Source: an optimization exercise on an open RTL-to-GDS flow (aim: small area, a short achievable clock period and few clock cycles per item). Production flows keep margins and buffers that such runs may drop.
In this exercise RTL edits were held to simulation tests only and were not proved equivalent to the original.
Power and IR drop assume default switching activity.

## flow/design.v (module list and top-level ports; edited modules follow where they fit)
// module alu_core: 836 lines
// module alu_fa: 4 lines
// module alu_ha: 4 lines
// module alu_booth: 16 lines
// module alu_arbiter: 89 lines
module alu_arbiter
#(
  parameter int WIDTH   = 32,
  parameter int MUL_LAT = 3
) (
  input  logic             clk,
  input  logic             rst_n,
  input  logic             req0_valid,
  output logic             req0_ready,
  input  logic [2:0]       req0_op,
  input  logic [WIDTH-1:0] req0_a,
  input  logic [WIDTH-1:0] req0_b,
  input  logic             req1_valid,
  output logic             req1_ready,
  input  logic [2:0]       req1_op,
  input  logic [WIDTH-1:0] req1_a,
  input  logic [WIDTH-1:0] req1_b,
  output logic             resp_valid,
  input  logic             resp_ready,
  output logic             resp_id,
  output logic [WIDTH-1:0] resp_data,
  output logic             resp_zero,
  output logic             resp_neg
);
  // ...
==> flow/flow/run.sh <==
#!/bin/bash
# Layout: the standard ORFS flow (standard.sh), unchanged except for
# make-variable settings: a larger setup repair target (the SDC, clock period
# and I/O delays are untouched), plain buffers on the ports, and clock tree
# synthesis without dummy loads.
set -euo pipefail
bash standard.sh \
  SETUP_SLACK_MARGIN=6.75 \
  "BUFFER_PORTS_ARGS=-buffer_cell sky130_fd_sc_hd__buf_1" \
  "CTS_ARGS=-sink_clustering_enable -repair_clock_nets -dont_use_dummy_load" \
  finish > standard_flow.log 2>&1
==> flow/standard.sh <==
#!/bin/bash
# synth_recipe.tcl (not shown) runs the flow's synth.tcl, then flattens the netlist and writes it again
# the make line also repeats each setting of config.mk as NAME=value (left out here)
make -C /OpenROAD-flow-scripts/flow DESIGN_CONFIG=/design/flow/config.mk WORK_HOME=/design/flow/orfs CLKGATE_MAP_FILE= SYNTH_SCRIPT=/design/flow/synth_recipe.tcl "${@:-finish}"
==> flow/config.mk <==
export PLATFORM = sky130hd
export DESIGN_NAME = alu_arbiter
export DESIGN_NICKNAME = alu_arbiter
export VERILOG_FILES = /design/flow/design.v
export SDC_FILE = /design/flow/constraint.sdc
export NUM_CORES = 4
export LEC_CHECK = 0
export CAP_MARGIN = 20
export CORE_MARGIN = 2
export CORE_UTILIZATION = 65
export PLACE_DENSITY = 0.75
export SLEW_MARGIN = 20
export SYNTH_HIERARCHICAL = 1
export SYNTH_MINIMUM_KEEP_SIZE = 0
==> flow/constraint.sdc <==
create_clock -name core_clock -period 12.5 [get_ports {clk}]
set_input_delay 2.5000 -clock core_clock [delete_from_list [all_inputs] [get_ports {clk}]]
set_output_delay 2.5000 -clock core_clock [all_outputs]
set_load 0.01 [all_outputs]
==> results.json, run 1 <==
{
  "final_max_slew_viol_count": 0,
  "synth_compound_area_frac": 0.211,
  "grt.total_usage": 0.377,
  "cp.arrival_ns": 3.18,
  "status": "no timing/DRC/antenna violations",
  "multi_input_area_sq_mm": 0.0138,
  "cpPeakStageDelay_ns": 0.24,
  "hpwl_um": 38500,
  "layout_commonest_cell": "xnor2_1",
  "clock_area_frac": 0.0219,
  "synth_commonest_cells": "xnor2_1 (282), a22oi_1 (256), fa_1 (227)",
  "clockRootBuffer": "clkbuf_16",
  "synthArstFlopShare": 0.0265,
  "path_class": "in2out",
  "clock_latency_ns": 0.43,
  "layout_common_cells": "xnor2_1 (279), a22oi_1 (246), fa_1 (225)",
  "slowest_stage": "and4_1",
  "yosysUniqueCellTypes": 81,
  "ctsResizeCount": 25,
  "synthAdderAreaFrac": 0.287,
  "num-multi-input-gates": 1400,
  "powerSeq_uw": 758,
  "synth_top_family_by_area": "adder cells",
  "seq_cell_count": 151,
  "cp_cell_sequence": "buf_2 -> nand2b_4 -> and4_1 -> buf_1",
  "syn-num-nets": 2176,
  "cts_hold_buf": 0,
  "finish.instance_area_sq_mm": 0.0194,
  "post-route-util": 0.718,
  "clock_skew_ns": 0.0256
}
Testbench counts, summed over its fixed seeds: cycles 4,016, items 4,000.
==> module alu_booth, before the edit <==
module alu_booth (
  input  logic [31:0] b,
  output logic [15:0] one,
  output logic [15:0] two,
  output logic [15:0] neg
);
  logic [32:0] e;
  assign e = {b, 1'b0};
  always_comb begin
    for (int i = 0; i < 16; i++) begin
      one[i] = e[2*i+1] ^ e[2*i];
      two[i] = (e[2*i+2] & ~e[2*i+1] & ~e[2*i]) | (~e[2*i+2] & e[2*i+1] & e[2*i]);
      neg[i] = e[2*i+2];
    end
  end
endmodule
==> module alu_arbiter, before the edit <==
module alu_arbiter
#(
  parameter int WIDTH   = 32,
  parameter int MUL_LAT = 3
) (
  input  logic             clk,
  input  logic             rst_n,
  input  logic             req0_valid,
  output logic             req0_ready,
  input  logic [2:0]       req0_op,
  input  logic [WIDTH-1:0] req0_a,
  input  logic [WIDTH-1:0] req0_b,
  input  logic             req1_valid,
  output logic             req1_ready,
  input  logic [2:0]       req1_op,
  input  logic [WIDTH-1:0] req1_a,
  input  logic [WIDTH-1:0] req1_b,
  output logic             resp_valid,
  input  logic             resp_ready,
  output logic             resp_id,
  output logic [WIDTH-1:0] resp_data,
  output logic             resp_zero,
  output logic             resp_neg
);
  logic last_grant, cv, cid, en, acc0, acc1, acc;
  logic [2:0] op_g;
  logic [31:0] a_g, b_g, bm_g, by_g, y;
  logic cin_q, f_q;
  logic [31:0] a_q, by_q;
  logic [15:0] one_g, two_g, neg_g, one_q, two_q, neg_q;
  logic cin_g, f_g;
  assign en         = ~resp_valid | resp_ready;
  assign req0_ready = cv & ~cid & en & (last_grant | ~req1_valid);
  assign req1_ready = cv &  cid & en & (~last_grant | ~req0_valid);
  assign acc0       = req0_valid & req0_ready;
  assign acc1       = req1_valid & req1_ready;
  assign acc        = acc0 | acc1;
  assign op_g = cid ? req0_op : req1_op;
  assign a_g  = cid ? req0_a  : req1_a;
  assign b_g  = cid ? req0_b  : req1_b;
  always_comb begin
    cin_g = 1'b0;
    f_g   = 1'b0;
    bm_g  = 32'd1;
    by_g  = '0;
    case (op_g)
      alu_pkg::ALU_MUL: bm_g = b_g;
      alu_pkg::ALU_SHL: bm_g = 32'd1 << b_g[4:0];
      alu_pkg::ALU_OR:  by_g = b_g & ~a_g;
      alu_pkg::ALU_SUB, alu_pkg::ALU_CMP: begin cin_g = 1'b1; by_g = ~b_g; end
      alu_pkg::ALU_CMM: begin cin_g = 1'b1; f_g = 1'b1; by_g = ~b_g; end
      alu_pkg::ALU_CME: begin f_g = 1'b1; by_g = ~b_g; end
      default: by_g = b_g;
    endcase
  end
  always_ff @(posedge clk or negedge rst_n) begin
    if (!rst_n) begin
      last_grant <= 1'b1;
      cid        <= 1'b0;
      cv         <= 1'b0;
      resp_valid <= 1'b0;
    end else begin
      if (acc) last_grant <= acc1;
      cid <= ~cid;
      cv  <= cid ? req0_valid : req1_valid;
      if (en) resp_valid <= acc;
    end
  end
  always_ff @(posedge clk) begin
    a_q   <= a_g;
    one_q <= one_g;
    two_q <= two_g;
    neg_q <= neg_g;
    for (int i = 0; i < 16; i++) begin
      by_q[2*i]   <= by_g[2*i] | neg_g[i];
      by_q[2*i+1] <= by_g[2*i+1];
    end
    cin_q <= cin_g;
    f_q   <= f_g;
    if (en) begin
      resp_data <= y;
      resp_id   <= cid;
    end
  end
  alu_booth u_booth (.b(bm_g), .one(one_g), .two(two_g), .neg(neg_g));
  alu_core u_core (.a(a_q), .one(one_q), .two(two_q), .neg(neg_q), .by(by_q), .cin(cin_q), .f(f_q), .y(y));
  assign resp_zero = resp_data == '0;
  assign resp_neg  = resp_data[WIDTH-1];
endmodule
==> inputs of run 2 (changes only) <==
--- a/flow/design.v
+++ b/flow/design.v
@@ -21,3 +21,3 @@
 );
-  wire pp_0_0 = (one[0] & a[0]) ^ neg[0];
+  wire pp_0_0 = one[0] & a[0];
   wire pp_0_1 = ((one[0] & a[1]) | (two[0] & a[0])) ^ neg[0];
@@ -53,3 +53,3 @@
   wire pp_0_31 = ((one[0] & a[31]) | (two[0] & a[30])) ^ neg[0];
-  wire pp_1_0 = (one[1] & a[0]) ^ neg[1];
+  wire pp_1_0 = one[1] & a[0];
   wire pp_1_1 = ((one[1] & a[1]) | (two[1] & a[0])) ^ neg[1];
@@ -83,3 +83,3 @@
   wire pp_1_29 = ((one[1] & a[29]) | (two[1] & a[28])) ^ neg[1];
-  wire pp_2_0 = (one[2] & a[0]) ^ neg[2];
+  wire pp_2_0 = one[2] & a[0];
   wire pp_2_1 = ((one[2] & a[1]) | (two[2] & a[0])) ^ neg[2];
@@ -111,3 +111,3 @@
   wire pp_2_27 = ((one[2] & a[27]) | (two[2] & a[26])) ^ neg[2];
-  wire pp_3_0 = (one[3] & a[0]) ^ neg[3];
+  wire pp_3_0 = one[3] & a[0];
   wire pp_3_1 = ((one[3] & a[1]) | (two[3] & a[0])) ^ neg[3];
@@ -137,3 +137,3 @@
   wire pp_3_25 = ((one[3] & a[25]) | (two[3] & a[24])) ^ neg[3];
-  wire pp_4_0 = (one[4] & a[0]) ^ neg[4];
+  wire pp_4_0 = one[4] & a[0];
   wire pp_4_1 = ((one[4] & a[1]) | (two[4] & a[0])) ^ neg[4];
@@ -161,3 +161,3 @@
   wire pp_4_23 = ((one[4] & a[23]) | (two[4] & a[22])) ^ neg[4];
-  wire pp_5_0 = (one[5] & a[0]) ^ neg[5];
+  wire pp_5_0 = one[5] & a[0];
   wire pp_5_1 = ((one[5] & a[1]) | (two[5] & a[0])) ^ neg[5];
@@ -183,3 +183,3 @@
   wire pp_5_21 = ((one[5] & a[21]) | (two[5] & a[20])) ^ neg[5];
-  wire pp_6_0 = (one[6] & a[0]) ^ neg[6];
+  wire pp_6_0 = one[6] & a[0];
   wire pp_6_1 = ((one[6] & a[1]) | (two[6] & a[0])) ^ neg[6];
@@ -203,3 +203,3 @@
   wire pp_6_19 = ((one[6] & a[19]) | (two[6] & a[18])) ^ neg[6];
-  wire pp_7_0 = (one[7] & a[0]) ^ neg[7];
+  wire pp_7_0 = one[7] & a[0];
   wire pp_7_1 = ((one[7] & a[1]) | (two[7] & a[0])) ^ neg[7];
@@ -221,3 +221,3 @@
   wire pp_7_17 = ((one[7] & a[17]) | (two[7] & a[16])) ^ neg[7];
-  wire pp_8_0 = (one[8] & a[0]) ^ neg[8];
+  wire pp_8_0 = one[8] & a[0];
   wire pp_8_1 = ((one[8] & a[1]) | (two[8] & a[0])) ^ neg[8];
@@ -237,3 +237,3 @@
   wire pp_8_15 = ((one[8] & a[15]) | (two[8] & a[14])) ^ neg[8];
-  wire pp_9_0 = (one[9] & a[0]) ^ neg[9];
+  wire pp_9_0 = one[9] & a[0];
   wire pp_9_1 = ((one[9] & a[1]) | (two[9] & a[0])) ^ neg[9];
@@ -251,3 +251,3 @@
   wire pp_9_13 = ((one[9] & a[13]) | (two[9] & a[12])) ^ neg[9];
-  wire pp_10_0 = (one[10] & a[0]) ^ neg[10];
+  wire pp_10_0 = one[10] & a[0];
   wire pp_10_1 = ((one[10] & a[1]) | (two[10] & a[0])) ^ neg[10];
@@ -263,3 +263,3 @@
   wire pp_10_11 = ((one[10] & a[11]) | (two[10] & a[10])) ^ neg[10];
-  wire pp_11_0 = (one[11] & a[0]) ^ neg[11];
+  wire pp_11_0 = one[11] & a[0];
   wire pp_11_1 = ((one[11] & a[1]) | (two[11] & a[0])) ^ neg[11];
@@ -273,3 +273,3 @@
   wire pp_11_9 = ((one[11] & a[9]) | (two[11] & a[8])) ^ neg[11];
-  wire pp_12_0 = (one[12] & a[0]) ^ neg[12];
+  wire pp_12_0 = one[12] & a[0];
   wire pp_12_1 = ((one[12] & a[1]) | (two[12] & a[0])) ^ neg[12];
@@ -281,3 +281,3 @@
   wire pp_12_7 = ((one[12] & a[7]) | (two[12] & a[6])) ^ neg[12];
-  wire pp_13_0 = (one[13] & a[0]) ^ neg[13];
+  wire pp_13_0 = one[13] & a[0];
   wire pp_13_1 = ((one[13] & a[1]) | (two[13] & a[0])) ^ neg[13];
@@ -287,3 +287,3 @@
   wire pp_13_5 = ((one[13] & a[5]) | (two[13] & a[4])) ^ neg[13];
-  wire pp_14_0 = (one[14] & a[0]) ^ neg[14];
+  wire pp_14_0 = one[14] & a[0];
   wire pp_14_1 = ((one[14] & a[1]) | (two[14] & a[0])) ^ neg[14];
@@ -291,3 +291,3 @@
   wire pp_14_3 = ((one[14] & a[3]) | (two[14] & a[2])) ^ neg[14];
-  wire pp_15_0 = (one[15] & a[0]) ^ neg[15];
+  wire pp_15_0 = one[15] & a[0];
   wire pp_15_1 = ((one[15] & a[1]) | (two[15] & a[0])) ^ neg[15];
@@ -374,65 +374,65 @@
   wire s77, c78;
-  alu_fa u_s77 (.a(s1), .b(pp_1_22), .c(pp_2_20), .s(s77), .co(c78));
+  alu_fa u_s77 (.a(pp_1_22), .b(pp_2_20), .c(pp_3_18), .s(s77), .co(c78));
   wire s79, c80;
-  alu_fa u_s79 (.a(pp_3_18), .b(pp_4_16), .c(pp_5_14), .s(s79), .co(c80));
+  alu_fa u_s79 (.a(pp_4_16), .b(pp_5_14), .c(pp_6_12), .s(s79), .co(c80));
   wire s81, c82;
-  alu_fa u_s81 (.a(pp_6_12), .b(pp_7_10), .c(pp_8_8), .s(s81), .co(c82));
+  alu_fa u_s81 (.a(pp_7_10), .b(pp_8_8), .c(pp_9_6), .s(s81), .co(c82));
   wire s83, c84;
-  alu_fa u_s83 (.a(pp_9_6), .b(pp_10_4), .c(pp_11_2), .s(s83), .co(c84));
+  alu_fa u_s83 (.a(pp_10_4), .b(pp_11_2), .c(pp_12_0), .s(s83), .co(c84));
   wire s85, c86;
-  alu_fa u_s85 (.a(c2), .b(s3), .c(pp_2_21), .s(s85), .co(c86));
+  alu_fa u_s85 (.a(pp_2_21), .b(pp_3_19), .c(pp_4_17), .s(s85), .co(c86));
   wire s87, c88;
-  alu_fa u_s87 (.a(pp_3_19), .b(pp_4_17), .c(pp_5_15), .s(s87), .co(c88));
+  alu_fa u_s87 (.a(pp_5_15), .b(pp_6_13), .c(pp_7_11), .s(s87), .co(c88));
   wire s89, c90;
-  alu_fa u_s89 (.a(pp_6_13), .b(pp_7_11), .c(pp_8_9), .s(s89), .co(c90));
+  alu_fa u_s89 (.a(pp_8_9), .b(pp_9_7), .c(pp_10_5), .s(s89), .co(c90));
   wire s91, c92;
-  alu_fa u_s91 (.a(pp_9_7), .b(pp_10_5), .c(pp_11_3), .s(s91), .co(c92));
+  alu_fa u_s91 (.a(pp_11_3), .b(pp_12_1), .c(c2), .s(s91), .co(c92));
   wire s93, c94;
-  alu_fa u_s93 (.a(c4), .b(s5), .c(s7), .s(s93), .co(c94));
+  alu_fa u_s93 (.a(pp_4_18), .b(pp_5_16), .c(pp_6_14), .s(s93), .co(c94));
   wire s95, c96;
-  alu_fa u_s95 (.a(pp_4_18), .b(pp_5_16), .c(pp_6_14), .s(s95), .co(c96));
+  alu_fa u_s95 (.a(pp_7_12), .b(pp_8_10), .c(pp_9_8), .s(s95), .co(c96));
   wire s97, c98;
-  alu_fa u_s97 (.a(pp_7_12), .b(pp_8_10), .c(pp_9_8), .s(s97), .co(c98));
+  alu_fa u_s97 (.a(pp_10_6), .b(pp_11_4), .c(pp_12_2), .s(s97), .co(c98));
   wire s99, c100;
-  alu_fa u_s99 (.a(pp_10_6), .b(pp_11_4), .c(pp_12_2), .s(s99), .co(c100));
+  alu_fa u_s99 (.a(pp_13_0), .b(s7), .c(c4), .s(s99), .co(c100));
   wire s101, c102;
-  alu_fa u_s101 (.a(c6), .b(c8), .c(s9), .s(s101), .co(c102));
+  alu_fa u_s101 (.a(pp_5_17), .b(pp_6_15), .c(pp_7_13), .s(s101), .co(c102));
   wire s103, c104;
-  alu_fa u_s103 (.a(s11), .b(pp_5_17), .c(pp_6_15), .s(s103), .co(c104));
+  alu_fa u_s103 (.a(pp_8_11), .b(pp_9_9), .c(pp_10_7), .s(s103), .co(c104));
   wire s105, c106;
-  alu_fa u_s105 (.a(pp_7_13), .b(pp_8_11), .c(pp_9_9), .s(s105), .co(c106));
+  alu_fa u_s105 (.a(pp_11_5), .b(pp_12_3), .c(pp_13_1), .s(s105), .co(c106));
   wire s107, c108;
-  alu_fa u_s107 (.a(pp_10_7), .b(pp_11_5), .c(pp_12_3), .s(s107), .co(c108));
+  alu_fa u_s107 (.a(c8), .b(c6), .c(s9), .s(s107), .co(c108));
   wire s109, c110;
-  alu_fa u_s109 (.a(c10), .b(c12), .c(s13), .s(s109), .co(c110));
+  alu_fa u_s109 (.a(pp_7_14), .b(pp_8_12), .c(pp_9_10), .s(s109), .co(c110));
   wire s111, c112;
-  alu_fa u_s111 (.a(s15), .b(s17), .c(pp_7_14), .s(s111), .co(c112));
+  alu_fa u_s111 (.a(pp_10_8), .b(pp_11_6), .c(pp_12_4), .s(s111), .co(c112));
   wire s113, c114;
-  alu_fa u_s113 (.a(pp_8_12), .b(pp_9_10), .c(pp_10_8), .s(s113), .co(c114));
+  alu_fa u_s113 (.a(pp_13_2), .b(pp_14_0), .c(s17), .s(s113), .co(c114));
   wire s115, c116;
-  alu_fa u_s115 (.a(pp_11_6), .b(pp_12_4), .c(pp_13_2), .s(s115), .co(c116));
+  alu_fa u_s115 (.a(c10), .b(c12), .c(s13), .s(s115), .co(c116));
   wire s117, c118;
-  alu_fa u_s117 (.a(c14), .b(c16), .c(c18), .s(s117), .co(c118));
+  alu_fa u_s117 (.a(pp_8_13), .b(pp_9_11), .c(pp_10_9), .s(s117), .co(c118));
   wire s119, c120;
-  alu_fa u_s119 (.a(s19), .b(s21), .c(s23), .s(s119), .co(c120));
+  alu_fa u_s119 (.a(pp_11_7), .b(pp_12_5), .c(pp_13_3), .s(s119), .co(c120));
   wire s121, c122;
-  alu_fa u_s121 (.a(pp_8_13), .b(pp_9_11), .c(pp_10_9), .s(s121), .co(c122));
+  alu_fa u_s121 (.a(pp_14_1), .b(c18), .c(c14), .s(s121), .co(c122));
   wire s123, c124;
-  alu_fa u_s123 (.a(pp_11_7), .b(pp_12_5), .c(pp_13_3), .s(s123), .co(c124));
+  alu_fa u_s123 (.a(c16), .b(s19), .c(s21), .s(s123), .co(c124));
   wire s125, c126;
-  alu_fa u_s125 (.a(c20), .b(c22), .c(c24), .s(s125), .co(c126));
+  alu_fa u_s125 (.a(pp_10_10), .b(pp_11_8), .c(pp_12_6), .s(s125), .co(c126));
   wire s127, c128;
-  alu_fa u_s127 (.a(s25), .b(s27), .c(s29), .s(s127), .co(c128));
+  alu_fa u_s127 (.a(pp_13_4), .b(pp_14_2), .c(pp_15_0), .s(s127), .co(c128));
   wire s129, c130;
-  alu_fa u_s129 (.a(s31), .b(pp_10_10), .c(pp_11_8), .s(s129), .co(c130));
+  alu_fa u_s129 (.a(s31), .b(c20), .c(c22), .s(s129), .co(c130));
   wire s131, c132;
-  alu_fa u_s131 (.a(pp_12_6), .b(pp_13_4), .c(pp_14_2), .s(s131), .co(c132));
+  alu_fa u_s131 (.a(c24), .b(s25), .c(s27), .s(s131), .co(c132));
   wire s133;
-  alu_fa u_s133 (.a(c26), .b(c28), .c(c30), .s(s133), .co());
+  alu_fa u_s133 (.a(pp_11_9), .b(pp_12_7), .c(pp_13_5), .s(s133), .co());
   wire s134;
-  alu_fa u_s134 (.a(c32), .b(s33), .c(s34), .s(s134), .co());
+  alu_fa u_s134 (.a(pp_14_3), .b(pp_15_1), .c(c32), .s(s134), .co());
   wire s135;
-  alu_fa u_s135 (.a(s35), .b(s36), .c(pp_11_9), .s(s135), .co());
+  alu_fa u_s135 (.a(c26), .b(c28), .c(c30), .s(s135), .co());
   wire s136;
-  alu_fa u_s136 (.a(pp_12_7), .b(pp_13_5), .c(pp_14_3), .s(s136), .co());
+  alu_fa u_s136 (.a(s33), .b(s34), .c(s35), .s(s136), .co());
   wire s137, c138;
@@ -462,55 +462,55 @@
   wire s161, c162;
-  alu_fa u_s161 (.a(s37), .b(pp_1_14), .c(pp_2_12), .s(s161), .co(c162));
+  alu_fa u_s161 (.a(pp_1_14), .b(pp_2_12), .c(pp_3_10), .s(s161), .co(c162));
   wire s163, c164;
-  alu_fa u_s163 (.a(pp_3_10), .b(pp_4_8), .c(pp_5_6), .s(s163), .co(c164));
+  alu_fa u_s163 (.a(pp_4_8), .b(pp_5_6), .c(pp_6_4), .s(s163), .co(c164));
   wire s165, c166;
-  alu_fa u_s165 (.a(pp_6_4), .b(pp_7_2), .c(pp_8_0), .s(s165), .co(c166));
+  alu_fa u_s165 (.a(pp_7_2), .b(pp_8_0), .c(s37), .s(s165), .co(c166));
   wire s167, c168;
-  alu_fa u_s167 (.a(c38), .b(s39), .c(pp_2_13), .s(s167), .co(c168));
+  alu_fa u_s167 (.a(pp_2_13), .b(pp_3_11), .c(pp_4_9), .s(s167), .co(c168));
   wire s169, c170;
-  alu_fa u_s169 (.a(pp_3_11), .b(pp_4_9), .c(pp_5_7), .s(s169), .co(c170));
+  alu_fa u_s169 (.a(pp_5_7), .b(pp_6_5), .c(pp_7_3), .s(s169), .co(c170));
   wire s171, c172;
-  alu_fa u_s171 (.a(pp_6_5), .b(pp_7_3), .c(pp_8_1), .s(s171), .co(c172));
+  alu_fa u_s171 (.a(pp_8_1), .b(c38), .c(s39), .s(s171), .co(c172));
   wire s173, c174;
-  alu_fa u_s173 (.a(c40), .b(s41), .c(s43), .s(s173), .co(c174));
+  alu_fa u_s173 (.a(pp_4_10), .b(pp_5_8), .c(pp_6_6), .s(s173), .co(c174));
   wire s175, c176;
-  alu_fa u_s175 (.a(pp_4_10), .b(pp_5_8), .c(pp_6_6), .s(s175), .co(c176));
+  alu_fa u_s175 (.a(pp_7_4), .b(pp_8_2), .c(pp_9_0), .s(s175), .co(c176));
   wire s177, c178;
-  alu_fa u_s177 (.a(pp_7_4), .b(pp_8_2), .c(pp_9_0), .s(s177), .co(c178));
+  alu_fa u_s177 (.a(s43), .b(c40), .c(s41), .s(s177), .co(c178));
   wire s179, c180;
-  alu_fa u_s179 (.a(c42), .b(c44), .c(s45), .s(s179), .co(c180));
+  alu_fa u_s179 (.a(pp_5_9), .b(pp_6_7), .c(pp_7_5), .s(s179), .co(c180));
   wire s181, c182;
-  alu_fa u_s181 (.a(s47), .b(pp_5_9), .c(pp_6_7), .s(s181), .co(c182));
+  alu_fa u_s181 (.a(pp_8_3), .b(pp_9_1), .c(c44), .s(s181), .co(c182));
   wire s183, c184;
-  alu_fa u_s183 (.a(pp_7_5), .b(pp_8_3), .c(pp_9_1), .s(s183), .co(c184));
+  alu_fa u_s183 (.a(c42), .b(s45), .c(s47), .s(s183), .co(c184));
   wire s185, c186;
-  alu_fa u_s185 (.a(c46), .b(c48), .c(s49), .s(s185), .co(c186));
+  alu_fa u_s185 (.a(pp_7_6), .b(pp_8_4), .c(pp_9_2), .s(s185), .co(c186));
   wire s187, c188;
-  alu_fa u_s187 (.a(s51), .b(s53), .c(pp_7_6), .s(s187), .co(c188));
+  alu_fa u_s187 (.a(pp_10_0), .b(s53), .c(c46), .s(s187), .co(c188));
   wire s189, c190;
-  alu_fa u_s189 (.a(pp_8_4), .b(pp_9_2), .c(pp_10_0), .s(s189), .co(c190));
+  alu_fa u_s189 (.a(c48), .b(s49), .c(s51), .s(s189), .co(c190));
   wire s191, c192;
-  alu_fa u_s191 (.a(c50), .b(c52), .c(c54), .s(s191), .co(c192));
+  alu_fa u_s191 (.a(pp_8_5), .b(pp_9_3), .c(pp_10_1), .s(s191), .co(c192));
   wire s193, c194;
-  alu_fa u_s193 (.a(s55), .b(s57), .c(s59), .s(s193), .co(c194));
+  alu_fa u_s193 (.a(c54), .b(c50), .c(c52), .s(s193), .co(c194));
   wire s195, c196;
-  alu_fa u_s195 (.a(pp_8_5), .b(pp_9_3), .c(pp_10_1), .s(s195), .co(c196));
+  alu_fa u_s195 (.a(s55), .b(s57), .c(s59), .s(s195), .co(c196));
   wire s197, c198;
-  alu_fa u_s197 (.a(c56), .b(c58), .c(c60), .s(s197), .co(c198));
+  alu_fa u_s197 (.a(pp_10_2), .b(pp_11_0), .c(s67), .s(s197), .co(c198));
   wire s199, c200;
-  alu_fa u_s199 (.a(s61), .b(s63), .c(s65), .s(s199), .co(c200));
+  alu_fa u_s199 (.a(c56), .b(c58), .c(c60), .s(s199), .co(c200));
   wire s201, c202;
-  alu_fa u_s201 (.a(s67), .b(pp_10_2), .c(pp_11_0), .s(s201), .co(c202));
+  alu_fa u_s201 (.a(s61), .b(s63), .c(s65), .s(s201), .co(c202));
   wire s203, c204;
-  alu_fa u_s203 (.a(c62), .b(c64), .c(c66), .s(s203), .co(c204));
+  alu_fa u_s203 (.a(pp_11_1), .b(c68), .c(c62), .s(s203), .co(c204));
   wire s205, c206;
-  alu_fa u_s205 (.a(c68), .b(s69), .c(s71), .s(s205), .co(c206));
+  alu_fa u_s205 (.a(c64), .b(c66), .c(s69), .s(s205), .co(c206));
   wire s207, c208;
-  alu_fa u_s207 (.a(s73), .b(s75), .c(pp_11_1), .s(s207), .co(c208));
+  alu_fa u_s207 (.a(s71), .b(s73), .c(s75), .s(s207), .co(c208));
   wire s209, c210;
-  alu_fa u_s209 (.a(c70), .b(c72), .c(c74), .s(s209), .co(c210));
+  alu_fa u_s209 (.a(s1), .b(c70), .c(c72), .s(s209), .co(c210));
   wire s211, c212;
-  alu_fa u_s211 (.a(c76), .b(s77), .c(s79), .s(s211), .co(c212));
+  alu_fa u_s211 (.a(c74), .b(c76), .c(s77), .s(s211), .co(c212));
   wire s213, c214;
-  alu_fa u_s213 (.a(s81), .b(s83), .c(pp_12_0), .s(s213), .co(c214));
+  alu_fa u_s213 (.a(s79), .b(s81), .c(s83), .s(s213), .co(c214));
   wire s215, c216;
@@ -518,5 +518,5 @@
   wire s217, c218;
-  alu_fa u_s217 (.a(c84), .b(s85), .c(s87), .s(s217), .co(c218));
+  alu_fa u_s217 (.a(c84), .b(s3), .c(s85), .s(s217), .co(c218));
   wire s219, c220;
-  alu_fa u_s219 (.a(s89), .b(s91), .c(pp_12_1), .s(s219), .co(c220));
+  alu_fa u_s219 (.a(s87), .b(s89), .c(s91), .s(s219), .co(c220));
   wire s221, c222;
@@ -524,5 +524,5 @@
   wire s223, c224;
-  alu_fa u_s223 (.a(c92), .b(s93), .c(s95), .s(s223), .co(c224));
+  alu_fa u_s223 (.a(s5), .b(s93), .c(s95), .s(s223), .co(c224));
   wire s225, c226;
-  alu_fa u_s225 (.a(s97), .b(s99), .c(pp_13_0), .s(s225), .co(c226));
+  alu_fa u_s225 (.a(s97), .b(c92), .c(s99), .s(s225), .co(c226));
   wire s227, c228;
@@ -530,5 +530,5 @@
   wire s229, c230;
-  alu_fa u_s229 (.a(c100), .b(s101), .c(s103), .s(s229), .co(c230));
+  alu_fa u_s229 (.a(s101), .b(s103), .c(s105), .s(s229), .co(c230));
   wire s231, c232;
-  alu_fa u_s231 (.a(s105), .b(s107), .c(pp_13_1), .s(s231), .co(c232));
+  alu_fa u_s231 (.a(s11), .b(c100), .c(s107), .s(s231), .co(c232));
   wire s233, c234;
@@ -536,23 +536,23 @@
   wire s235, c236;
-  alu_fa u_s235 (.a(c108), .b(s109), .c(s111), .s(s235), .co(c236));
+  alu_fa u_s235 (.a(s109), .b(s111), .c(s15), .s(s235), .co(c236));
   wire s237, c238;
-  alu_fa u_s237 (.a(s113), .b(s115), .c(pp_14_0), .s(s237), .co(c238));
+  alu_fa u_s237 (.a(s113), .b(c108), .c(s115), .s(s237), .co(c238));
   wire s239, c240;
-  alu_fa u_s239 (.a(c110), .b(c112), .c(c114), .s(s239), .co(c240));
+  alu_fa u_s239 (.a(c110), .b(c112), .c(s117), .s(s239), .co(c240));
   wire s241, c242;
-  alu_fa u_s241 (.a(c116), .b(s117), .c(s119), .s(s241), .co(c242));
+  alu_fa u_s241 (.a(s119), .b(s23), .c(c114), .s(s241), .co(c242));
   wire s243, c244;
-  alu_fa u_s243 (.a(s121), .b(s123), .c(pp_14_1), .s(s243), .co(c244));
+  alu_fa u_s243 (.a(s121), .b(c116), .c(s123), .s(s243), .co(c244));
   wire s245, c246;
-  alu_fa u_s245 (.a(c118), .b(c120), .c(c122), .s(s245), .co(c246));
+  alu_fa u_s245 (.a(c118), .b(c120), .c(s125), .s(s245), .co(c246));
   wire s247, c248;
-  alu_fa u_s247 (.a(c124), .b(s125), .c(s127), .s(s247), .co(c248));
+  alu_fa u_s247 (.a(s127), .b(s29), .c(c122), .s(s247), .co(c248));
   wire s249, c250;
-  alu_fa u_s249 (.a(s129), .b(s131), .c(pp_15_0), .s(s249), .co(c250));
+  alu_fa u_s249 (.a(c124), .b(s129), .c(s131), .s(s249), .co(c250));
   wire s251;
-  alu_fa u_s251 (.a(c126), .b(c128), .c(c130), .s(s251), .co());
+  alu_fa u_s251 (.a(c126), .b(c128), .c(s133), .s(s251), .co());
   wire s252;
-  alu_fa u_s252 (.a(c132), .b(s133), .c(s134), .s(s252), .co());
+  alu_fa u_s252 (.a(s36), .b(s134), .c(c130), .s(s252), .co());
   wire s253;
-  alu_fa u_s253 (.a(s135), .b(s136), .c(pp_15_1), .s(s253), .co());
+  alu_fa u_s253 (.a(c132), .b(s135), .c(s136), .s(s253), .co());
   wire s254, c255;
@@ -570,23 +570,23 @@
   wire s266, c267;
-  alu_fa u_s266 (.a(s137), .b(pp_1_8), .c(pp_2_6), .s(s266), .co(c267));
+  alu_fa u_s266 (.a(pp_1_8), .b(pp_2_6), .c(pp_3_4), .s(s266), .co(c267));
   wire s268, c269;
-  alu_fa u_s268 (.a(pp_3_4), .b(pp_4_2), .c(pp_5_0), .s(s268), .co(c269));
+  alu_fa u_s268 (.a(pp_4_2), .b(pp_5_0), .c(s137), .s(s268), .co(c269));
   wire s270, c271;
-  alu_fa u_s270 (.a(c138), .b(s139), .c(pp_2_7), .s(s270), .co(c271));
+  alu_fa u_s270 (.a(pp_2_7), .b(pp_3_5), .c(pp_4_3), .s(s270), .co(c271));
   wire s272, c273;
-  alu_fa u_s272 (.a(pp_3_5), .b(pp_4_3), .c(pp_5_1), .s(s272), .co(c273));
+  alu_fa u_s272 (.a(pp_5_1), .b(c138), .c(s139), .s(s272), .co(c273));
   wire s274, c275;
-  alu_fa u_s274 (.a(c140), .b(s141), .c(s143), .s(s274), .co(c275));
+  alu_fa u_s274 (.a(pp_4_4), .b(pp_5_2), .c(pp_6_0), .s(s274), .co(c275));
   wire s276, c277;
-  alu_fa u_s276 (.a(pp_4_4), .b(pp_5_2), .c(pp_6_0), .s(s276), .co(c277));
+  alu_fa u_s276 (.a(s143), .b(c140), .c(s141), .s(s276), .co(c277));
   wire s278, c279;
-  alu_fa u_s278 (.a(c142), .b(c144), .c(s145), .s(s278), .co(c279));
+  alu_fa u_s278 (.a(pp_5_3), .b(pp_6_1), .c(c144), .s(s278), .co(c279));
   wire s280, c281;
-  alu_fa u_s280 (.a(s147), .b(pp_5_3), .c(pp_6_1), .s(s280), .co(c281));
+  alu_fa u_s280 (.a(c142), .b(s145), .c(s147), .s(s280), .co(c281));
   wire s282, c283;
-  alu_fa u_s282 (.a(c146), .b(c148), .c(s149), .s(s282), .co(c283));
+  alu_fa u_s282 (.a(pp_7_0), .b(s153), .c(c146), .s(s282), .co(c283));
   wire s284, c285;
-  alu_fa u_s284 (.a(s151), .b(s153), .c(pp_7_0), .s(s284), .co(c285));
+  alu_fa u_s284 (.a(c148), .b(s149), .c(s151), .s(s284), .co(c285));
   wire s286, c287;
-  alu_fa u_s286 (.a(c150), .b(c152), .c(c154), .s(s286), .co(c287));
+  alu_fa u_s286 (.a(c154), .b(c150), .c(c152), .s(s286), .co(c287));
   wire s288, c289;
@@ -598,61 +598,61 @@
   wire s294, c295;
-  alu_fa u_s294 (.a(c162), .b(c164), .c(c166), .s(s294), .co(c295));
+  alu_fa u_s294 (.a(c162), .b(c164), .c(s167), .s(s294), .co(c295));
   wire s296, c297;
-  alu_fa u_s296 (.a(s167), .b(s169), .c(s171), .s(s296), .co(c297));
+  alu_fa u_s296 (.a(s169), .b(c166), .c(s171), .s(s296), .co(c297));
   wire s298, c299;
-  alu_fa u_s298 (.a(c168), .b(c170), .c(c172), .s(s298), .co(c299));
+  alu_fa u_s298 (.a(c168), .b(c170), .c(s173), .s(s298), .co(c299));
   wire s300, c301;
-  alu_fa u_s300 (.a(s173), .b(s175), .c(s177), .s(s300), .co(c301));
+  alu_fa u_s300 (.a(s175), .b(c172), .c(s177), .s(s300), .co(c301));
   wire s302, c303;
-  alu_fa u_s302 (.a(c174), .b(c176), .c(c178), .s(s302), .co(c303));
+  alu_fa u_s302 (.a(c174), .b(c176), .c(s179), .s(s302), .co(c303));
   wire s304, c305;
-  alu_fa u_s304 (.a(s179), .b(s181), .c(s183), .s(s304), .co(c305));
+  alu_fa u_s304 (.a(s181), .b(c178), .c(s183), .s(s304), .co(c305));
   wire s306, c307;
-  alu_fa u_s306 (.a(c180), .b(c182), .c(c184), .s(s306), .co(c307));
+  alu_fa u_s306 (.a(c180), .b(s185), .c(c182), .s(s306), .co(c307));
   wire s308, c309;
-  alu_fa u_s308 (.a(s185), .b(s187), .c(s189), .s(s308), .co(c309));
+  alu_fa u_s308 (.a(s187), .b(c184), .c(s189), .s(s308), .co(c309));
   wire s310, c311;
-  alu_fa u_s310 (.a(c186), .b(c188), .c(c190), .s(s310), .co(c311));
+  alu_fa u_s310 (.a(c186), .b(s191), .c(c188), .s(s310), .co(c311));
   wire s312, c313;
-  alu_fa u_s312 (.a(s191), .b(s193), .c(s195), .s(s312), .co(c313));
+  alu_fa u_s312 (.a(s193), .b(c190), .c(s195), .s(s312), .co(c313));
   wire s314, c315;
-  alu_fa u_s314 (.a(c192), .b(c194), .c(c196), .s(s314), .co(c315));
+  alu_fa u_s314 (.a(c192), .b(c194), .c(s197), .s(s314), .co(c315));
   wire s316, c317;
-  alu_fa u_s316 (.a(s197), .b(s199), .c(s201), .s(s316), .co(c317));
+  alu_fa u_s316 (.a(c196), .b(s199), .c(s201), .s(s316), .co(c317));
   wire s318, c319;
-  alu_fa u_s318 (.a(c198), .b(c200), .c(c202), .s(s318), .co(c319));
+  alu_fa u_s318 (.a(c198), .b(c200), .c(s203), .s(s318), .co(c319));
   wire s320, c321;
-  alu_fa u_s320 (.a(s203), .b(s205), .c(s207), .s(s320), .co(c321));
+  alu_fa u_s320 (.a(c202), .b(s205), .c(s207), .s(s320), .co(c321));
   wire s322, c323;
-  alu_fa u_s322 (.a(c204), .b(c206), .c(c208), .s(s322), .co(c323));
+  alu_fa u_s322 (.a(c204), .b(c206), .c(s209), .s(s322), .co(c323));
   wire s324, c325;
-  alu_fa u_s324 (.a(s209), .b(s211), .c(s213), .s(s324), .co(c325));
+  alu_fa u_s324 (.a(c208), .b(s211), .c(s213), .s(s324), .co(c325));
   wire s326, c327;
-  alu_fa u_s326 (.a(c210), .b(c212), .c(c214), .s(s326), .co(c327));
+  alu_fa u_s326 (.a(c210), .b(c212), .c(s215), .s(s326), .co(c327));
   wire s328, c329;
-  alu_fa u_s328 (.a(s215), .b(s217), .c(s219), .s(s328), .co(c329));
+  alu_fa u_s328 (.a(c214), .b(s217), .c(s219), .s(s328), .co(c329));
   wire s330, c331;
-  alu_fa u_s330 (.a(c216), .b(c218), .c(c220), .s(s330), .co(c331));
+  alu_fa u_s330 (.a(c216), .b(c218), .c(s221), .s(s330), .co(c331));
   wire s332, c333;
-  alu_fa u_s332 (.a(s221), .b(s223), .c(s225), .s(s332), .co(c333));
+  alu_fa u_s332 (.a(c220), .b(s223), .c(s225), .s(s332), .co(c333));
   wire s334, c335;
-  alu_fa u_s334 (.a(c222), .b(c224), .c(c226), .s(s334), .co(c335));
+  alu_fa u_s334 (.a(c222), .b(c224), .c(s227), .s(s334), .co(c335));
   wire s336, c337;
-  alu_fa u_s336 (.a(s227), .b(s229), .c(s231), .s(s336), .co(c337));
+  alu_fa u_s336 (.a(s229), .b(c226), .c(s231), .s(s336), .co(c337));
   wire s338, c339;
-  alu_fa u_s338 (.a(c228), .b(c230), .c(c232), .s(s338), .co(c339));
+  alu_fa u_s338 (.a(c228), .b(s233), .c(c230), .s(s338), .co(c339));
   wire s340, c341;
-  alu_fa u_s340 (.a(s233), .b(s235), .c(s237), .s(s340), .co(c341));
+  alu_fa u_s340 (.a(s235), .b(c232), .c(s237), .s(s340), .co(c341));
   wire s342, c343;
-  alu_fa u_s342 (.a(c234), .b(c236), .c(c238), .s(s342), .co(c343));
+  alu_fa u_s342 (.a(c234), .b(c236), .c(s239), .s(s342), .co(c343));
   wire s344, c345;
-  alu_fa u_s344 (.a(s239), .b(s241), .c(s243), .s(s344), .co(c345));
+  alu_fa u_s344 (.a(s241), .b(c238), .c(s243), .s(s344), .co(c345));
   wire s346, c347;
-  alu_fa u_s346 (.a(c240), .b(c242), .c(c244), .s(s346), .co(c347));
+  alu_fa u_s346 (.a(c240), .b(s245), .c(c242), .s(s346), .co(c347));
   wire s348, c349;
-  alu_fa u_s348 (.a(s245), .b(s247), .c(s249), .s(s348), .co(c349));
+  alu_fa u_s348 (.a(s247), .b(c244), .c(s249), .s(s348), .co(c349));
   wire s350;
-  alu_fa u_s350 (.a(c246), .b(c248), .c(c250), .s(s350), .co());
+  alu_fa u_s350 (.a(c246), .b(s251), .c(c248), .s(s350), .co());
   wire s351;
-  alu_fa u_s351 (.a(s251), .b(s252), .c(s253), .s(s351), .co());
+  alu_fa u_s351 (.a(s252), .b(c250), .c(s253), .s(s351), .co());
   wire s352, c353;
@@ -662,9 +662,9 @@
   wire s356, c357;
-  alu_fa u_s356 (.a(s254), .b(pp_1_4), .c(pp_2_2), .s(s356), .co(c357));
+  alu_fa u_s356 (.a(pp_1_4), .b(pp_2_2), .c(pp_3_0), .s(s356), .co(c357));
   wire s358, c359;
-  alu_fa u_s358 (.a(c255), .b(s256), .c(pp_2_3), .s(s358), .co(c359));
+  alu_fa u_s358 (.a(pp_2_3), .b(pp_3_1), .c(c255), .s(s358), .co(c359));
   wire s360, c361;
-  alu_fa u_s360 (.a(c257), .b(s258), .c(s260), .s(s360), .co(c361));
+  alu_fa u_s360 (.a(pp_4_0), .b(s260), .c(c257), .s(s360), .co(c361));
   wire s362, c363;
-  alu_fa u_s362 (.a(c259), .b(c261), .c(s262), .s(s362), .co(c363));
+  alu_fa u_s362 (.a(c261), .b(c259), .c(s262), .s(s362), .co(c363));
   wire s364, c365;
@@ -672,11 +672,11 @@
   wire s366, c367;
-  alu_fa u_s366 (.a(c267), .b(c269), .c(s270), .s(s366), .co(c367));
+  alu_fa u_s366 (.a(c267), .b(s270), .c(c269), .s(s366), .co(c367));
   wire s368, c369;
-  alu_fa u_s368 (.a(c271), .b(c273), .c(s274), .s(s368), .co(c369));
+  alu_fa u_s368 (.a(c271), .b(s274), .c(c273), .s(s368), .co(c369));
   wire s370, c371;
-  alu_fa u_s370 (.a(c275), .b(c277), .c(s278), .s(s370), .co(c371));
+  alu_fa u_s370 (.a(c275), .b(s278), .c(c277), .s(s370), .co(c371));
   wire s372, c373;
-  alu_fa u_s372 (.a(c279), .b(c281), .c(s282), .s(s372), .co(c373));
+  alu_fa u_s372 (.a(c279), .b(s282), .c(c281), .s(s372), .co(c373));
   wire s374, c375;
-  alu_fa u_s374 (.a(c283), .b(c285), .c(s286), .s(s374), .co(c375));
+  alu_fa u_s374 (.a(c283), .b(s286), .c(c285), .s(s374), .co(c375));
   wire s376, c377;
@@ -684,31 +684,31 @@
   wire s378, c379;
-  alu_fa u_s378 (.a(c291), .b(c293), .c(s294), .s(s378), .co(c379));
+  alu_fa u_s378 (.a(c291), .b(s294), .c(c293), .s(s378), .co(c379));
   wire s380, c381;
-  alu_fa u_s380 (.a(c295), .b(c297), .c(s298), .s(s380), .co(c381));
+  alu_fa u_s380 (.a(c295), .b(s298), .c(c297), .s(s380), .co(c381));
   wire s382, c383;
-  alu_fa u_s382 (.a(c299), .b(c301), .c(s302), .s(s382), .co(c383));
+  alu_fa u_s382 (.a(c299), .b(s302), .c(c301), .s(s382), .co(c383));
   wire s384, c385;
-  alu_fa u_s384 (.a(c303), .b(c305), .c(s306), .s(s384), .co(c385));
+  alu_fa u_s384 (.a(c303), .b(s306), .c(c305), .s(s384), .co(c385));
   wire s386, c387;
-  alu_fa u_s386 (.a(c307), .b(c309), .c(s310), .s(s386), .co(c387));
+  alu_fa u_s386 (.a(c307), .b(s310), .c(c309), .s(s386), .co(c387));
   wire s388, c389;
-  alu_fa u_s388 (.a(c311), .b(c313), .c(s314), .s(s388), .co(c389));
+  alu_fa u_s388 (.a(c311), .b(s314), .c(c313), .s(s388), .co(c389));
   wire s390, c391;
-  alu_fa u_s390 (.a(c315), .b(c317), .c(s318), .s(s390), .co(c391));
+  alu_fa u_s390 (.a(c315), .b(s318), .c(c317), .s(s390), .co(c391));
   wire s392, c393;
-  alu_fa u_s392 (.a(c319), .b(c321), .c(s322), .s(s392), .co(c393));
+  alu_fa u_s392 (.a(c319), .b(s322), .c(c321), .s(s392), .co(c393));
   wire s394, c395;
-  alu_fa u_s394 (.a(c323), .b(c325), .c(s326), .s(s394), .co(c395));
+  alu_fa u_s394 (.a(c323), .b(s326), .c(c325), .s(s394), .co(c395));
   wire s396, c397;
-  alu_fa u_s396 (.a(c327), .b(c329), .c(s330), .s(s396), .co(c397));
+  alu_fa u_s396 (.a(c327), .b(s330), .c(c329), .s(s396), .co(c397));
   wire s398, c399;
-  alu_fa u_s398 (.a(c331), .b(c333), .c(s334), .s(s398), .co(c399));
+  alu_fa u_s398 (.a(c331), .b(s334), .c(c333), .s(s398), .co(c399));
   wire s400, c401;
-  alu_fa u_s400 (.a(c335), .b(c337), .c(s338), .s(s400), .co(c401));
+  alu_fa u_s400 (.a(c335), .b(s338), .c(c337), .s(s400), .co(c401));
   wire s402, c403;
-  alu_fa u_s402 (.a(c339), .b(c341), .c(s342), .s(s402), .co(c403));
+  alu_fa u_s402 (.a(c339), .b(s342), .c(c341), .s(s402), .co(c403));
   wire s404, c405;
-  alu_fa u_s404 (.a(c343), .b(c345), .c(s346), .s(s404), .co(c405));
+  alu_fa u_s404 (.a(c343), .b(s346), .c(c345), .s(s404), .co(c405));
   wire s406;
-  alu_fa u_s406 (.a(c347), .b(c349), .c(s350), .s(s406), .co());
+  alu_fa u_s406 (.a(c347), .b(s350), .c(c349), .s(s406), .co());
   wire s407, c408;
@@ -722,57 +722,57 @@
   wire s415, c416;
-  alu_fa u_s415 (.a(s352), .b(pp_1_2), .c(pp_2_0), .s(s415), .co(c416));
+  alu_fa u_s415 (.a(pp_1_2), .b(pp_2_0), .c(s352), .s(s415), .co(c416));
   wire s417, c418;
-  alu_fa u_s417 (.a(c353), .b(s354), .c(pp_2_1), .s(s417), .co(c418));
+  alu_fa u_s417 (.a(pp_2_1), .b(c353), .c(s354), .s(s417), .co(c418));
   wire s419, c420;
-  alu_fa u_s419 (.a(c355), .b(s356), .c(pp_3_0), .s(s419), .co(c420));
+  alu_fa u_s419 (.a(s254), .b(c355), .c(s356), .s(s419), .co(c420));
   wire s421, c422;
-  alu_fa u_s421 (.a(c357), .b(s358), .c(pp_3_1), .s(s421), .co(c422));
+  alu_fa u_s421 (.a(c357), .b(s256), .c(s358), .s(s421), .co(c422));
   wire s423, c424;
-  alu_fa u_s423 (.a(c359), .b(s360), .c(pp_4_0), .s(s423), .co(c424));
+  alu_fa u_s423 (.a(s258), .b(c359), .c(s360), .s(s423), .co(c424));
   wire s425, c426;
-  alu_fa u_s425 (.a(c361), .b(s362), .c(s264), .s(s425), .co(c426));
+  alu_fa u_s425 (.a(s264), .b(c361), .c(s362), .s(s425), .co(c426));
   wire s427, c428;
-  alu_fa u_s427 (.a(c363), .b(s364), .c(s268), .s(s427), .co(c428));
+  alu_fa u_s427 (.a(s268), .b(c363), .c(s364), .s(s427), .co(c428));
   wire s429, c430;
-  alu_fa u_s429 (.a(c365), .b(s366), .c(s272), .s(s429), .co(c430));
+  alu_fa u_s429 (.a(s272), .b(c365), .c(s366), .s(s429), .co(c430));
   wire s431, c432;
-  alu_fa u_s431 (.a(c367), .b(s368), .c(s276), .s(s431), .co(c432));
+  alu_fa u_s431 (.a(s276), .b(c367), .c(s368), .s(s431), .co(c432));
   wire s433, c434;
-  alu_fa u_s433 (.a(c369), .b(s370), .c(s280), .s(s433), .co(c434));
+  alu_fa u_s433 (.a(s280), .b(c369), .c(s370), .s(s433), .co(c434));
   wire s435, c436;
-  alu_fa u_s435 (.a(c371), .b(s372), .c(s284), .s(s435), .co(c436));
+  alu_fa u_s435 (.a(s284), .b(c371), .c(s372), .s(s435), .co(c436));
   wire s437, c438;
-  alu_fa u_s437 (.a(c373), .b(s374), .c(s288), .s(s437), .co(c438));
+  alu_fa u_s437 (.a(s288), .b(c373), .c(s374), .s(s437), .co(c438));
   wire s439, c440;
-  alu_fa u_s439 (.a(c375), .b(s376), .c(s292), .s(s439), .co(c440));
+  alu_fa u_s439 (.a(s292), .b(c375), .c(s376), .s(s439), .co(c440));
   wire s441, c442;
-  alu_fa u_s441 (.a(c377), .b(s378), .c(s296), .s(s441), .co(c442));
+  alu_fa u_s441 (.a(s296), .b(c377), .c(s378), .s(s441), .co(c442));
   wire s443, c444;
-  alu_fa u_s443 (.a(c379), .b(s380), .c(s300), .s(s443), .co(c444));
+  alu_fa u_s443 (.a(s300), .b(c379), .c(s380), .s(s443), .co(c444));
   wire s445, c446;
-  alu_fa u_s445 (.a(c381), .b(s382), .c(s304), .s(s445), .co(c446));
+  alu_fa u_s445 (.a(s304), .b(c381), .c(s382), .s(s445), .co(c446));
   wire s447, c448;
-  alu_fa u_s447 (.a(c383), .b(s384), .c(s308), .s(s447), .co(c448));
+  alu_fa u_s447 (.a(s308), .b(c383), .c(s384), .s(s447), .co(c448));
   wire s449, c450;
-  alu_fa u_s449 (.a(c385), .b(s386), .c(s312), .s(s449), .co(c450));
+  alu_fa u_s449 (.a(s312), .b(c385), .c(s386), .s(s449), .co(c450));
   wire s451, c452;
-  alu_fa u_s451 (.a(c387), .b(s388), .c(s316), .s(s451), .co(c452));
+  alu_fa u_s451 (.a(s316), .b(c387), .c(s388), .s(s451), .co(c452));
   wire s453, c454;
-  alu_fa u_s453 (.a(c389), .b(s390), .c(s320), .s(s453), .co(c454));
+  alu_fa u_s453 (.a(s320), .b(c389), .c(s390), .s(s453), .co(c454));
   wire s455, c456;
-  alu_fa u_s455 (.a(c391), .b(s392), .c(s324), .s(s455), .co(c456));
+  alu_fa u_s455 (.a(s324), .b(c391), .c(s392), .s(s455), .co(c456));
   wire s457, c458;
-  alu_fa u_s457 (.a(c393), .b(s394), .c(s328), .s(s457), .co(c458));
+  alu_fa u_s457 (.a(s328), .b(c393), .c(s394), .s(s457), .co(c458));
   wire s459, c460;
-  alu_fa u_s459 (.a(c395), .b(s396), .c(s332), .s(s459), .co(c460));
+  alu_fa u_s459 (.a(s332), .b(c395), .c(s396), .s(s459), .co(c460));
   wire s461, c462;
-  alu_fa u_s461 (.a(c397), .b(s398), .c(s336), .s(s461), .co(c462));
+  alu_fa u_s461 (.a(s336), .b(c397), .c(s398), .s(s461), .co(c462));
   wire s463, c464;
-  alu_fa u_s463 (.a(c399), .b(s400), .c(s340), .s(s463), .co(c464));
+  alu_fa u_s463 (.a(s340), .b(c399), .c(s400), .s(s463), .co(c464));
   wire s465, c466;
-  alu_fa u_s465 (.a(c401), .b(s402), .c(s344), .s(s465), .co(c466));
+  alu_fa u_s465 (.a(s344), .b(c401), .c(s402), .s(s465), .co(c466));
   wire s467, c468;
-  alu_fa u_s467 (.a(c403), .b(s404), .c(s348), .s(s467), .co(c468));
+  alu_fa u_s467 (.a(s348), .b(c403), .c(s404), .s(s467), .co(c468));
   wire s469;
-  alu_fa u_s469 (.a(c405), .b(s406), .c(s351), .s(s469), .co());
+  alu_fa u_s469 (.a(s351), .b(c405), .c(s406), .s(s469), .co());
   logic [31:0] ms, mc, s;
@@ -866,3 +866,3 @@
       one[i] = e[2*i+1] ^ e[2*i];
-      two[i] = (e[2*i+2] & ~e[2*i+1] & ~e[2*i]) | (~e[2*i+2] & e[2*i+1] & e[2*i]);
+      two[i] = (e[2*i+2] ^ e[2*i+1]) & ~(e[2*i+1] ^ e[2*i]);
       neg[i] = e[2*i+2];
@@ -895,3 +895,3 @@
 );
-  logic last_grant, cv, cid, en, acc0, acc1, acc;
+  logic last_grant, cap0, cap1, cid, en, acc0, acc1, acc;
   logic [2:0] op_g;
@@ -903,4 +903,4 @@
   assign en         = ~resp_valid | resp_ready;
-  assign req0_ready = cv & ~cid & en & (last_grant | ~req1_valid);
-  assign req1_ready = cv &  cid & en & (~last_grant | ~req0_valid);
+  assign req0_ready = cap0 & en & (last_grant | ~req1_valid);
+  assign req1_ready = cap1 & en & (~last_grant | ~req0_valid);
   assign acc0       = req0_valid & req0_ready;
@@ -930,3 +930,4 @@
       cid        <= 1'b0;
-      cv         <= 1'b0;
+      cap0       <= 1'b0;
+      cap1       <= 1'b0;
       resp_valid <= 1'b0;
@@ -935,3 +936,4 @@
       cid <= ~cid;
-      cv  <= cid ? req0_valid : req1_valid;
+      cap0 <= cid & req0_valid;
+      cap1 <= ~cid & req1_valid;
       if (en) resp_valid <= acc;
@@ -945,4 +947,4 @@
     for (int i = 0; i < 16; i++) begin
-      by_q[2*i]   <= by_g[2*i] | neg_g[i];
-      by_q[2*i+1] <= by_g[2*i+1];
+      by_q[2*i]   <= by_g[2*i];
+      by_q[2*i+1] <= by_g[2*i+1] | (neg_g[i] & ~(one_g[i] & a_g[0]));
     end
==> results.json, run 2 <==
{
  "rows": 60,
  "layout_common_cells": "xnor2_1 (265), a22oi_1 (255), fa_1 (224)",
  "die_w_um": 170,
  "syn_avg_cell_area_sq_um": 10.2,
  "drc": 0,
  "drt_iter0_markers": 1907,
  "cp.arrival_ns": 3.14,
  "fin_crit_sh": 0.451,
  "met3_usage": 0.0781,
  "numPortBuffers": 176,
  "ys_warn_count": 8,
  "grt_pass1_wl_um": 82100,
  "antenna_left": 0,
  "fin_tns_setup_ns": 0,
  "power_frac_seq": 0.156,
  "setup_viol": 0,
  "grt_use_met2": 0.592,
  "max_slew.worst_pin.slew_ns": 1.06,
  "gr-max-usage-layer": "met2",
  "power.total_uw": 4950,
  "place_ws_ns": 6.48,
  "vias": 14900,
  "start_util": 0.661,
  "clockBufferDepth": 2,
  "hold_class": "reg2reg",
  "power.leakage_uw": 0.00734,
  "ys_seq_area_frac": 0.191,
  "hold_violations": 0,
  "p_switching_uw": 2470,
  "layout_commonest_cell": "xnor2_1",
  "ir_drop_mv": 0.233,
  "drv_cap": 0,
  "yosysUniqueCellTypes": 78,
  "syn-instance-count": 1746,
  "area_delta_synth_final_pct": 6.75,
  "whs_ns": 0.477,
  "hpwl_um": 38600,
  "synth-edff-count": 33,
  "synth.area.top_cells": "fa_1 (26%), xnor2_1 (13%), dfxtp_1 (13%)",
  "clk_pin_slew_ns": 0.08,
  "critPathLaunchType": "primary input",
  "via_per_inst": 6.99,
  "synth_top_flop_cell": "dfxtp_1",
  "synth_top_cell_area_share": 0.255,
  "critPathCaptureType": "primary output",
  "pwr-share-clk": 0.088,
  "drt_pass1_iterations": 10,
  "biggestRegsByFlops": "a_q: 32 flops, by_q: 32 flops, resp_data: 32 flops",
  "grt_max_degree": 60,
  "cts_max_level": 4,
  "ys_ff_latch": 152,
  "n_antenna_cell": 0,
  "p_comb_frac": 0.756,
  "clockRootBuffer": "clkbuf_16",
  "grtUsageMet1": 0.523,
  "cts_tree": "built",
  "yosysTopAreaCell": "fa_1",
  "clock_skew_ns": 0.0446,
  "path_class": "in2out",
  "swShare": 0.499,
  "status": "no timing/DRC/antenna violations",
  "clock_latency_ns": 0.44,
  "core_region_area_sq_mm": 0.0270,
  "antenna_found_initial": 1,
  "fmax_ghz": 0.177,
  "synth_commonest_cells": "xnor2_1 (267), a22oi_1 (257), fa_1 (227)",
  "syn-num-nets": 2159,
  "grt_pass1_vias": 14300,
  "die_area_sq_mm": 0.0287,
  "cp.required_ns": 10.00,
  "worst-path-max-fanout": 4,
  "rsz0062_at_grt": "yes",
  "final_max_slew_viol_count": 0,
  "io_pins": 177,
  "grt.overflow.total": 0,
  "post-route-util": 0.705,
  "wl_um": 54400,
  "synth_area_sq_mm": 0.0178,
  "fin_nets": 2205,
  "avgRoutedWirePerCell_um": 25.5,
  "gp_congestion": 0.933,
  "synthArstFlopShare": 0.0329,
  "p_per_area_mw_per_mm2": 260,
  "layout-drive-gt1-share": 0.0894,
  "die_h_um": 170,
  "synth.most_common_cell": "xnor2_1",
  "cts_sinks": 152,
  "period_minus_slack_ns": 5.64,
  "intPower_uw": 2480,
  "cts_buffers": 17,
  "grt.total_usage": 0.372,
  "fin_ws_ns": 6.86,
  "slew_headroom": 0.290
}
==> run 2: layout make-up <==
type / count / area, sq um
Multi-Input combinational cell: 1394 / 13500
Timing Repair Buffer: 214 / 1110
Clock buffer: 17 / 425
Tap cell: 341 / 427
Inverter: 13 / 51.3
Fill cell: 2044 / 7940
Sequential cell: 152 / 3460
==> run 2: cells by family after synthesis <==
| logic type | after synthesis | share of synthesized area |
|---|---|---|
| and+or+nand+nor | 239 | 0.0693 |
| xor gates and xnor gates | 291 | 0.143 |
| buffers and inverters | 201 | 0.0535 |
| adders and majority gates | 274 | 0.288 |
| DFF | 152 | 0.191 |
| muxes | 83 | 0.0498 |
| AOI/OAI and AO/OA | 506 | 0.205 |
==> run 2: repair_timing <==
action / CTS / global route
pin swaps: 0 / 8
resized for setup: 18 / 54
hold buffers: 0 / 0
endpoints found under the setup margin: 6 / 6
cloned: 1 / 3
setup buffers: 1 / 1
==> run 2: critical path, cell delays in order <==
cell      delay, ns
buf_2          0.14
nand2b_4       0.16
and3_1         0.18
buf_1          0.16
==> run 2: worst paths after layout <==
path	start	end	slack, ns	cells after the start
min in group asynchronous	rst_n	cap1$_DFF_PN0_	1.89	1
max in group asynchronous	rst_n	last_grant$_DFFE_PN1P_	10.34	1
setup reg to reg	one_q[1]$_DFF_P_	resp_data[0]$_DFFE_PN_	6.87	17
hold / removal	last_grant$_DFFE_PN1P_	last_grant$_DFFE_PN1P_	0.48	2
setup / recovery	resp_ready	req1_ready	6.86	4
hold reg to reg	last_grant$_DFFE_PN1P_	last_grant$_DFFE_PN1P_	0.48	2
==> run 2: per-module statistics from Yosys (local to each module, per instance) <==
module	flip-flops and latches	times used	cell area, sq um	cells inside
alu_ha	0	16	12.5	1
alu_arbiter	152	1	5890	478
alu_core	0	1	6690	948
alu_booth	0	1	512	78
alu_fa	0	226	20.0	1
==> run 2: routing by layer <==
layer / vias to the layer above / part of all wire / routed length [um]
met5: - / 0 / 0
met4: 0 / 0.028 / 1520
met3: 132 / 0.11 / 6250
met2: 1157 / 0.46 / 25000
met1: 7324 / 0.40 / 21600
li1: 6293 / - / -
==> run 2: stage by stage <==
step	cells	cell area (sq um)
2_1_floorplan	1746	17800
3_3_place_gp	2108	18300
3_5_place_dp	2108	18300
4_1_cts	2127	18700
5_1_grt	2131	19000
6_report	2131	19000
==> run 2: power by group through the flow <==
stage,Combinational (uW),Sequential [uW],Clock [uW]
final,3740,773,436
after global routing,4060,781,453
after CTS,3540,771,432
after detailed placement,3520,780,0
after global placement,3460,777,0
after floorplan,2640,766,0
Testbench counts of run 2, summed over its fixed seeds: cycles 4,016, items 4,000.
==> inputs of run 3 (changes only) <==
--- a/flow/flow/run.sh
+++ b/flow/flow/run.sh
@@ -7,3 +7,3 @@
 bash standard.sh \
-  SETUP_SLACK_MARGIN=6.75 \
+  SETUP_SLACK_MARGIN=7.1 \
   "BUFFER_PORTS_ARGS=-buffer_cell sky130_fd_sc_hd__buf_1" \
==> results.json, run 3 <==
{
  "status": "no timing/DRC/antenna violations",
  "fin_nets": 2223,
  "cts_hold_buf": 0,
  "critPathLaunchType": "flip-flop",
  "synth_area_sq_mm": 0.0178,
  "rows": 60,
  "min_from": "last_grant$_DFFE_PN1P_",
  "fin_crit_sh": 0.442,
  "hold_class": "reg2reg",
  "power_frac_seq": 0.145,
  "layout_commonest_cell": "xnor2_1",
  "vias": 14900,
  "path_class": "reg2reg",
  "antenna_left": 0,
  "die_h_um": 170,
  "synth-edff-count": 33,
  "multi_input_area_sq_mm": 0.0137,
  "synth_commonest_cells": "xnor2_1 (267), a22oi_1 (257), fa_1 (227)",
  "synth.most_common_cell": "xnor2_1",
  "grt_max_degree": 52,
  "final_max_slew_viol_count": 0,
  "drc": 0,
  "worst-path-max-fanout": 7,
  "fin_tns_setup_ns": 0,
  "synth_top_cell_area_share": 0.255,
  "die_w_um": 170,
  "critPathCaptureType": "flip-flop",
  "clk_pin_slew_ns": 0.08,
  "io_pins": 177,
  "intPower_uw": 2680,
  "reg2reg_from": "a_q[25]$_DFF_P_",
  "cts_sinks": 152,
  "ys_ff_latch": 152,
  "p_switching_uw": 2600,
  "slew_headroom": 0.329,
  "fillers": 1976,
  "gp_congestion": 0.940,
  "core_region_area_sq_mm": 0.0270,
  "setup_viol": 0,
  "cp.arrival_ns": 5.66,
  "grt_pass1_vias": 14400,
  "p_comb_frac": 0.773,
  "hold_path_depth": 2,
  "ys_seq_area_frac": 0.191,
  "drv_cap": 0,
  "cts_max_level": 4,
  "cts_buffers": 17,
  "numPortBuffers": 176,
  "synthArstFlopShare": 0.0329,
  "synth.area.top_cells": "fa_1 (26%), xnor2_1 (13%), dfxtp_1 (13%)",
  "clockBufferDepth": 2,
  "avgRoutedWirePerCell_um": 25.4,
  "hold_path_end": "last_grant$_DFFE_PN1P_",
  "pwr-share-clk": 0.082,
  "syn-instance-count": 1746,
  "syn-num-nets": 2159,
  "ys_warn_count": 8,
  "drt_iter0_markers": 1982,
  "wl_um": 54600,
  "grt.total_usage": 0.381,
  "syn_avg_cell_area_sq_um": 10.2,
  "biggestRegsByFlops": "a_q: 32 flops, by_q: 32 flops, resp_data: 32 flops",
  "p_per_area_mw_per_mm2": 273,
  "grt_pass1_wl_um": 83600,
  "clockRootBuffer": "clkbuf_16",
  "via_per_inst": 6.94,
  "ir_drop_mv": 0.257,
  "antenna_found_initial": 0,
  "drt_pass1_iterations": 6,
  "reg2reg_depth": 16,
  "rsz0062_at_grt": "yes",
  "regArea_sq_mm": 0.00345,
  "cp.required_ns": 12.63,
  "die_area_sq_mm": 0.0287,
  "clock_skew_ns": 0.0339,
  "layout_common_cells": "xnor2_1 (264), a22oi_1 (253), fa_1 (217)",
  "hpwl_um": 38700,
  "power.leakage_uw": 0.00746,
  "hold_violations": 0,
  "r2r-end": "resp_data[0]$_DFFE_PN_",
  "yosysTopAreaCell": "fa_1",
  "post-route-util": 0.718,
  "grt.overflow.total": 0,
  "clock_latency_ns": 0.43,
  "n_antenna_cell": 0,
  "swShare": 0.492,
  "max_slew.worst_pin.slew_ns": 1.00,
  "cts_tree": "built",
  "synth_top_flop_cell": "dfxtp_1",
  "period_minus_slack_ns": 5.52,
  "area_delta_synth_final_pct": 8.65,
  "fmax_ghz": 0.181,
  "yosysUniqueCellTypes": 78,
  "r2r_slack_ns": 6.98,
  "layout-drive-gt1-share": 0.115,
  "start_util": 0.661,
  "whs_ns": 0.480
}
## run 3: per-layer routing
metal / GRT usage / up-vias / share of wire
met1: 0.528 / 7344 / 0.40
met4: 0.143 / 0 / 0.038
met3: 0.0767 / 173 / 0.11
met5: 0 / - / 0
li1: - / 6337 / -
met2: 0.596 / 1066 / 0.46
## run 3: worst max path at each step
stage	to	slack (ns)	cells past startpoint	startpoint
floorplan	req1_ready	6.90	2	resp_ready
global placement	resp_data[0]$_DFFE_PN_	6.56	16	two_q[3]$_DFF_P_
detailed placement	resp_data[0]$_DFFE_PN_	6.50	16	two_q[3]$_DFF_P_
CTS	resp_data[0]$_DFFE_PN_	6.98	17	two_q[0]$_DFF_P_
global route	resp_data[0]$_DFFE_PN_	6.82	16	a_q[25]$_DFF_P_
finish	resp_data[0]$_DFFE_PN_	6.98	16	a_q[25]$_DFF_P_
## run 3: worst max-delay path, cell delays in order (launching register included)
cell and delay, ns:
dfxtp_1 0.52, a22oi_1 0.16, xnor2_1 0.24, fa_1 0.51, fa_1 0.52, fa_1 0.45, fa_2 0.36, fa_1 0.46
fa_2 0.59, ha_4 0.22, a21o_1 0.17, a211o_1 0.31, a21oi_2 0.13, a31oi_1 0.05, a31oi_1 0.25, xnor2_2 0.18
a31oi_1 0.11
## run 3: cell type report
type	instances	share of cell area
multi-input cells	1394	0.706
flip-flops and latches	152	0.179
repair buffers	232	0.0687
well taps	341	0.0220
clock buffers	17	0.0220
inverters	13	0.00265
## run 3: kinds of logic after synthesis
logic type	Yosys count	synth area share
AO/OA/AOI/OAI	506	0.205
XOR/XNOR	291	0.143
adder cells (fa/ha/maj)	274	0.288
buffers and inverters	201	0.0535
flip-flops	152	0.191
multiplexers	83	0.0498
AND/OR/NAND/NOR	239	0.0693
## run 3: power by group through the flow
stage / registers, uW / clock network (uW) / logic [uW]
global placement: 768 / 0 / 3510
CTS: 764 / 429 / 3780
finish: 765 / 431 / 4080
global route: 773 / 451 / 4450
detailed placement: 772 / 0 / 3580
floorplan: 766 / 0 / 2640
## run 3: through the flow
step	instance area, sq um	total power (uW)	instances	setup WS, ns
2_1_floorplan	17800	3410	1746	6.90
3_3_place_gp	18300	4280	2113	6.56
3_5_place_dp	18300	4350	2113	6.50
4_1_cts	19100	4970	2145	6.98
5_1_grt	19300	5680	2149	6.82
6_report	19300	5280	2149	6.98
## run 3: repair_timing
| action | 4_1_cts | 5_1_grt |
|---|---|---|
| pin swaps | 9 | 13 |
| gates resized for setup | 70 | 51 |
| gates cloned | 5 | 0 |
| setup buffers | 10 | 4 |
| endpoints found under the setup margin | 13 | 14 |
## run 3: per-module statistics from Yosys, one instance, submodules excluded
module	flops+latches	cell area (sq um)	copies in the design	cells inside
alu_core	0	6690	1	948
alu_arbiter	152	5890	1	478
alu_booth	0	512	1	78
alu_fa	0	20.0	226	1
alu_ha	0	12.5	16	1

## afterwards: timing with drivers on the ports
The flow's constraints put no driver on any port. The routed layouts listed below were extracted and timed again, unchanged, in two steps.
Step 1 assumes that a clkbuf_16 drives the clock port and a buf_2 every other input.
Step 2 times the ports against the registers' clock, not the clock port: input delays grow and output delays shrink by t, the midpoint of the rising clock arrivals with the driver on.
Slacks: ideal / step 1 / step 2; pairs: ideal / step 1.
| run | t (ns) | setup slack, ns | hold slack, ns | worst setup path after step 2 | cell pins on the clock port's net |
|---|---|---|---|---|---|
| run 1 | 0.469 | 6.823 / 6.800 / 6.800 | 0.587 / 0.587 / 0.587 | input to output | 1 |
| run 2 | 0.477 | 6.863 / 6.843 / 6.843 | 0.477 / 0.477 / 0.477 | input to output | 1 |
| run 3 | 0.468 | 6.977 / 6.935 / 6.935 | 0.480 / 0.480 / 0.480 | input to output | 1 |
After both steps setup and hold are still met in every run listed. The setup slack of run 3, which loses most, moves by -0.042 ns with the drivers and by -0.042 ns with both steps.
